Background: an optimization exercise with open tools, aiming at small area, a short achievable clock period and few clock cycles per item. Do not read the settings as production practice.

Setup of run C:
==> flow/design.v <==
package gen_ctrl_pkg;
  typedef struct packed {
    logic [47:0] dst_mac;
    logic [31:0] dst_ip;
    logic [23:0] base_psn;
  } qp_ctx_t;
  typedef enum logic [2:0] {
    IDLE,
    SEND,
    READ,
    WRITE,
    DONE
  } gen_phase_e;
endpackage
package roce_hdr_pkg;
  typedef enum logic [7:0] {
    SEND      = 8'h04,
    READ_RESP = 8'h10,
    ACK       = 8'h11
  } frame_kind_e;
  typedef struct packed {
    logic [47:0] dst_mac;
    logic [47:0] src_mac;
    logic [15:0] ethertype;
  } eth_hdr_t;
  typedef struct packed {
    logic [7:0]  ver_ihl;
    logic [7:0]  tos;
    logic [15:0] total_len;
    logic [15:0] ident;
    logic [15:0] flags_frag;
    logic [7:0]  ttl;
    logic [7:0]  protocol;
    logic [15:0] checksum;
    logic [31:0] src_ip;
    logic [31:0] dst_ip;
  } ipv4_hdr_t;
  typedef struct packed {
    logic [15:0] src_port;
    logic [15:0] dst_port;
    logic [15:0] length;
    logic [15:0] checksum;
  } udp_hdr_t;
  typedef struct packed {
    logic [7:0]  opcode;
    logic [7:0]  flags;
    logic [15:0] pkey;
    logic [7:0]  rsvd0;
    logic [23:0] dst_qp;
    logic [7:0]  rsvd1;
    logic [23:0] psn;
  } bth_t;
  typedef struct packed {
    eth_hdr_t    eth;
    ipv4_hdr_t   ipv4;
    udp_hdr_t    udp;
    bth_t        bth;
    logic [31:0] aeth;
  } roce_hdr_t;
endpackage
module qp_context_table (
  input  logic                     core_clk,
  input  logic                     core_aresetn,
  input  logic                     we_i,
  input  logic [2-1:0]     wr_idx_i,
  input  gen_ctrl_pkg::qp_ctx_t    wr_ctx_i,
  output logic [4-1:0]     vld_o,
  output logic [4*104-1:0] ctx_o
);
  localparam int CTX_W = 104;   
  for (genvar i = 0; i < 4; i++) begin : g_entry
    always_ff @(posedge core_clk) begin
      if (we_i && (wr_idx_i == 2'(i))) begin
        ctx_o[i*CTX_W +: CTX_W] <= wr_ctx_i;
      end
    end
    always_ff @(posedge core_clk or negedge core_aresetn) begin
      if (!core_aresetn) begin
        vld_o[i] <= 1'b0;
      end else if (we_i && (wr_idx_i == 2'(i))) begin
        vld_o[i] <= 1'b1;
      end
    end
  end
endmodule
module roce_pkt_gen_top (
  input  logic                    core_clk,
  input  logic                    core_aresetn,
  input  logic                    start_i,
  input  logic [47:0]             src_mac_i,
  input  logic [31:0]             src_ip_i,
  input  logic                    cfg_we_i,
  input  logic [2-1:0]    cfg_qp_i,
  input  logic [47:0]             cfg_mac_i,
  input  logic [31:0]             cfg_ip_i,
  input  logic [23:0]             cfg_psn_i,
  input  logic [512-1:0]      wqe_tdata_i,
  input  logic                    wqe_tvalid_i,
  input  logic                    tx_tready_i,
  output logic [512-1:0]      tx_tdata_o,
  output logic [64-1:0]  tx_tkeep_o,
  output logic                    tx_tvalid_o,
  output logic                    tx_tlast_o,
  output logic                    post_rd_wqe_o,
  output logic                    post_wr_wqe_o,
  output logic                    send_done_o,
  output logic                    read_done_o,
  output logic                    write_done_o
);
  function automatic logic [15:0] oc_add(input logic [15:0] a, input logic [15:0] b);
    logic [15:0] p, g, gp, pp, gn, pn;
    logic [15:0] c;
    p  = a ^ b;
    g  = a & b;
    gp = g;
    pp = p;
    for (int d = 1; d < 16; d = d * 2) begin
      gn = gp;
      pn = pp;
      for (int i = d; i < 16; i++) begin
        gn[i] = gp[i] | (pp[i] & gp[i-d]);
        pn[i] = pp[i] & pp[i-d];
      end
      gp = gn;
      pp = pn;
    end
    c[0] = gp[15];
    for (int i = 1; i < 16; i++) begin
      c[i] = gp[i-1] | (pp[i-1] & gp[15]);
    end
    oc_add = p ^ c;
  endfunction
  function automatic logic [23:0] add24(input logic [23:0] a, input logic [23:0] b);
    logic [23:0] p, g, gp, pp, gn, pn;
    p  = a ^ b;
    g  = a & b;
    gp = g;
    pp = p;
    for (int d = 1; d < 24; d = d * 2) begin
      gn = gp;
      pn = pp;
      for (int i = d; i < 24; i++) begin
        gn[i] = gp[i] | (pp[i] & gp[i-d]);
        pn[i] = pp[i] & pp[i-d];
      end
      gp = gn;
      pp = pn;
    end
    add24 = p ^ {gp[22:0], 1'b0};
  endfunction
  logic [3:0]            tbl_vld;
  logic [4*104-1:0]      tbl_ctx;
  gen_ctrl_pkg::qp_ctx_t cfg_ctx;
  assign cfg_ctx = {cfg_mac_i, cfg_ip_i, cfg_psn_i};
  qp_context_table i_qp_context_table (
    .core_clk     (core_clk),
    .core_aresetn (core_aresetn),
    .we_i         (cfg_we_i),
    .wr_idx_i     (cfg_qp_i),
    .wr_ctx_i     (cfg_ctx),
    .vld_o        (tbl_vld),
    .ctx_o        (tbl_ctx)
  );
  logic        started_q;
  logic        tvalid_q;
  logic        last_q;      
  logic [4:0]  fcnt_q;      
  logic [2:0]  beat_q;      
  logic [4:0]  nf_q;        
  logic [4:0]  rcnt_q;      
  logic        pend_q;      
  logic        dfull_q;     
  logic        post_rd_q;
  logic        post_wr_q;
  logic [23:0] dqp_q;
  logic [23:0] dpsn_q;
  logic cur_send, cur_read, accept, ld, same;
  assign cur_send = ~fcnt_q[4] & ~fcnt_q[3];
  assign cur_read = ~fcnt_q[4] &  fcnt_q[3];
  assign accept   = tvalid_q & tx_tready_i;
  assign ld       = ~tvalid_q | tx_tready_i;    
  assign same     = tvalid_q & ~last_q;         
  logic n_send, n_read, n_ok, start_frame;
  assign n_send      = ~nf_q[4] & ~nf_q[3];
  assign n_read      = ~nf_q[4] &  nf_q[3];
  assign n_ok        = started_q & ~(nf_q[4] & nf_q[3]) & (n_send | dfull_q);
  assign start_frame = ld & ~same & n_ok;
  logic       tvalid_d;
  logic [4:0] nf_d;
  assign tvalid_d = ~ld | same | n_ok;
  assign nf_d     = nf_q + 5'(start_frame);
  logic arrive, dfull_d, pend_n, can_req;
  assign arrive  = wqe_tvalid_i & pend_q;
  assign dfull_d = arrive | (dfull_q & ~(start_frame & ~n_send));
  assign pend_n  = pend_q & ~arrive;
  assign can_req = started_q & ~rcnt_q[4] & ~pend_n &
                   (~dfull_d | (~tvalid_d & (nf_d[4] | nf_d[3])));
  logic       k_send, k_read, k_last;
  logic [2:0] k_idx;
  logic [2:0] k_beat;
  assign k_send = same ? cur_send : n_send;
  assign k_read = same ? cur_read : n_read;
  assign k_idx  = same ? fcnt_q[2:0] : nf_q[2:0];
  assign k_beat = same ? beat_q + 3'd1 : 3'd0;
  assign k_last = same ? (cur_send ? (k_beat == 3'd2) : (k_beat == 3'd4)) : ~n_send & ~n_read;
  always_ff @(posedge core_clk or negedge core_aresetn) begin
    if (!core_aresetn) begin
      started_q <= 1'b0;
      tvalid_q  <= 1'b0;
      last_q    <= 1'b0;
      fcnt_q    <= '0;
      beat_q    <= '0;
      nf_q      <= '0;
      rcnt_q    <= '0;
      pend_q    <= 1'b0;
      dfull_q   <= 1'b0;
      post_rd_q <= 1'b0;
      post_wr_q <= 1'b0;
    end else begin
      started_q <= started_q | start_i;
      tvalid_q  <= tvalid_d;
      if (ld) begin
        last_q <= k_last;
      end
      if (accept) begin
        fcnt_q <= fcnt_q + 5'(last_q);
        beat_q <= last_q ? 3'd0 : beat_q + 3'd1;
      end
      nf_q      <= nf_d;
      rcnt_q    <= rcnt_q + 5'(can_req);
      pend_q    <= pend_n | can_req;
      dfull_q   <= dfull_d;
      post_rd_q <= can_req & ~rcnt_q[3];
      post_wr_q <= can_req &  rcnt_q[3];
    end
  end
  always_ff @(posedge core_clk) begin
    if (arrive) begin
      dqp_q  <= {wqe_tdata_i[47*8 +: 8],
                 wqe_tdata_i[(47+1)*8 +: 8],
                 wqe_tdata_i[(47+2)*8 +: 8]};
      dpsn_q <= {wqe_tdata_i[51*8 +: 8],
                 wqe_tdata_i[(51+1)*8 +: 8],
                 wqe_tdata_i[(51+2)*8 +: 8]};
    end
  end
  logic [1:0] dsel;
  logic [1:0] sel0, sel1;
  logic [3:0] soh_q;
  assign dsel = arrive ? wqe_tdata_i[(47+2)*8 +: 2] : dqp_q[1:0];
  assign sel0 = n_send ? nf_q[1:0] : dsel;
  assign sel1 = (nf_q[4:3] == 2'b00 && nf_q[2:0] != 3'd7) ? nf_q[1:0] + 2'd1 : dsel;
  always_ff @(posedge core_clk) begin
    for (int e = 0; e < 4; e++) begin
      soh_q[e] <= tbl_vld[e] & ((start_frame ? sel1 : sel0) == 2'(e));
    end
  end
  gen_ctrl_pkg::qp_ctx_t rd_ctx;
  always_comb begin
    rd_ctx = '0;
    for (int e = 0; e < 4; e++) begin
      rd_ctx = rd_ctx | ({104{soh_q[e]}} & tbl_ctx[e*104 +: 104]);
    end
  end
  logic [15:0] csum_k, ks_x, ks_c, cs_x, cs_c;
  logic [15:0] ks_q;
  logic [15:0] csum;
  assign csum_k = n_send ? 16'h959b : n_read ? 16'h964f : 16'h954f;
  assign ks_x = csum_k ^ src_ip_i[31:16] ^ src_ip_i[15:0];
  assign ks_c = (csum_k & src_ip_i[31:16]) | (csum_k & src_ip_i[15:0]) |
                (src_ip_i[31:16] & src_ip_i[15:0]);
  always_ff @(posedge core_clk) begin
    ks_q <= oc_add(ks_x, {ks_c[14:0], ks_c[15]});
  end
  assign cs_x = ks_q ^ rd_ctx.dst_ip[31:16] ^ rd_ctx.dst_ip[15:0];
  assign cs_c = (ks_q & rd_ctx.dst_ip[31:16]) | (ks_q & rd_ctx.dst_ip[15:0]) |
                (rd_ctx.dst_ip[31:16] & rd_ctx.dst_ip[15:0]);
  assign csum = ~oc_add(cs_x, {cs_c[14:0], cs_c[15]});
  logic [15:0]  ip_len;
  logic [7:0]   opcode;
  logic [23:0]  h_qp;
  logic [23:0]  h_psn;
  logic [431:0] hdr_be;    
  assign ip_len = n_send ? 16'd124 : n_read ? 16'd304 : 16'd48;
  assign opcode = n_send ? 8'h04 : n_read ? 8'h10 : 8'h11;
  assign h_qp   = n_send ? 24'(nf_q[1:0]) : dqp_q;
  assign h_psn  = n_send ? add24(rd_ctx.base_psn, 24'(nf_q[2:0])) : dpsn_q;
  assign hdr_be = {rd_ctx.dst_mac, src_mac_i, 16'h0800,
                   8'h45, 8'hb8, ip_len, 16'h5555, 16'h4000, 8'hba, 8'h11, csum,
                   src_ip_i, rd_ctx.dst_ip,
                   16'h6851, 16'h12b7, 16'(ip_len - 16'd20), 16'h0000,
                   opcode, 8'h30, 16'h666f, 8'h05, h_qp, 8'h00, h_psn};
  logic [7:0]           pay;
  logic [512-1:0]   tdata_d;
  logic [512-1:0]   tdata_q;
  logic [2:0]           keep_d;
  logic [2:0]           keep_q;
  assign pay = {3'b000, k_read, 4'(k_idx) + 4'd1};
  for (genvar j = 0; j < 64; j++) begin : g_lane
    if (j < 54) begin : g_hdr
      assign tdata_d[j*8 +: 8] = same ? pay : hdr_be[(53-j)*8 +: 8];
    end else if (j < 58) begin : g_aeth
      assign tdata_d[j*8 +: 8] = (~same & ~k_send) ? 8'h00 : pay;
    end else if (j < 62) begin : g_icrc
      assign tdata_d[j*8 +: 8] = (k_read & (k_beat == 3'd4)) ? 8'h00 : pay;
    end else begin : g_pay
      assign tdata_d[j*8 +: 8] = pay;
    end
  end
  assign keep_d = {~k_last, ~(k_last & ~k_read), ~(k_last & k_send)};
  always_ff @(posedge core_clk) begin
    if (ld) begin
      tdata_q <= tdata_d;
      keep_q  <= keep_d;
    end
  end
  assign tx_tdata_o    = tdata_q;
  assign tx_tkeep_o    = {{2{keep_q[2]}}, {4{keep_q[1]}}, {52{keep_q[0]}}, 6'h3f};
  assign tx_tlast_o    = last_q;
  assign tx_tvalid_o   = tvalid_q;
  assign post_rd_wqe_o = post_rd_q;
  assign post_wr_wqe_o = post_wr_q;
  assign send_done_o   = fcnt_q[4] | fcnt_q[3];
  assign read_done_o   = fcnt_q[4];
  assign write_done_o  = fcnt_q[4] & fcnt_q[3];
endmodule
clock: 10.0 ns
lec_check: 0
cap_margin: 20
core_area: 10 10 450 450
die_area: 0 0 460 460
setup_slack_margin: 5
slew_margin: 20
run.sh (not shown) runs the stock make flow with config.mk's settings and CLKGATE_MAP_FILE= SYNTH_SCRIPT=/design/flow/synth_recipe.tcl, a recipe that flattens the netlist after the stock synthesis.
Here is what was changed in the inputs of run A compared with run C.
--- a/flow/design.v
+++ b/flow/design.v
@@ -160,8 +160,12 @@
     .wr_ctx_i     (cfg_ctx),
     .vld_o        (tbl_vld),
     .ctx_o        (tbl_ctx)
   );
+  logic [15:0] sip_q;
+  always_ff @(posedge core_clk) begin
+    sip_q <= oc_add(src_ip_i[31:16], src_ip_i[15:0]);
+  end
   logic        started_q;
   logic        tvalid_q;
   logic        last_q;      
   logic [4:0]  fcnt_q;      
@@ -261,20 +265,14 @@
     for (int e = 0; e < 4; e++) begin
       rd_ctx = rd_ctx | ({104{soh_q[e]}} & tbl_ctx[e*104 +: 104]);
     end
   end
-  logic [15:0] csum_k, ks_x, ks_c, cs_x, cs_c;
-  logic [15:0] ks_q;
+  logic [15:0] csum_k, csum_ks, cs_x, cs_c;
   logic [15:0] csum;
-  assign csum_k = n_send ? 16'h959b : n_read ? 16'h964f : 16'h954f;
-  assign ks_x = csum_k ^ src_ip_i[31:16] ^ src_ip_i[15:0];
-  assign ks_c = (csum_k & src_ip_i[31:16]) | (csum_k & src_ip_i[15:0]) |
-                (src_ip_i[31:16] & src_ip_i[15:0]);
-  always_ff @(posedge core_clk) begin
-    ks_q <= oc_add(ks_x, {ks_c[14:0], ks_c[15]});
-  end
-  assign cs_x = ks_q ^ rd_ctx.dst_ip[31:16] ^ rd_ctx.dst_ip[15:0];
-  assign cs_c = (ks_q & rd_ctx.dst_ip[31:16]) | (ks_q & rd_ctx.dst_ip[15:0]) |
+  assign csum_k  = n_send ? 16'h959b : n_read ? 16'h964f : 16'h954f;
+  assign csum_ks = oc_add(csum_k, sip_q);
+  assign cs_x = csum_ks ^ rd_ctx.dst_ip[31:16] ^ rd_ctx.dst_ip[15:0];
+  assign cs_c = (csum_ks & rd_ctx.dst_ip[31:16]) | (csum_ks & rd_ctx.dst_ip[15:0]) |
                 (rd_ctx.dst_ip[31:16] & rd_ctx.dst_ip[15:0]);
   assign csum = ~oc_add(cs_x, {cs_c[14:0], cs_c[15]});
   logic [15:0]  ip_len;
   logic [7:0]   opcode;
--- outcome ---
Row placed standard-cell area: run A higher / run C lower
Run C → run A: final instance area went up by 1200 sq um, post-synthesis sequential area ratio went down by 1.5 points, total global routing track utilization was more or less identical.
Compared with run C, run A shows average instance area after synthesis lower by 3.4%.
No run of this note included a check of the RTL's function; only the layout flow was run.

==> separate check: timing with driven ports <==
No port has a modelled driver above. Below, the same layouts with a new extraction and two added sets of constraints.
Step 1 sets driving cells, clkbuf_16 on the clock port and buf_2 on the other inputs (assumed; they add their load-dependent delay and slew).
Step 2 times the ports against the registers' clock, not the clock port: input delays grow and output delays shrink by t, the midpoint of the rising clock arrivals with the driver on.
Three values: ideal, step 1, step 2; two values: the first two.
run | t (ns) | setup WS [ns] | worst setup path after step 2
run C | 0.782 | 5.107 / 5.092 / 4.309 | input to register
run A | 0.785 | 4.813 / 4.813 / 4.578 | input to register
After both steps setup and hold are still met in every run listed. For run C, which loses most, drivers alone change the setup slack by -0.015 ns; drivers and shift together by -0.798 ns.
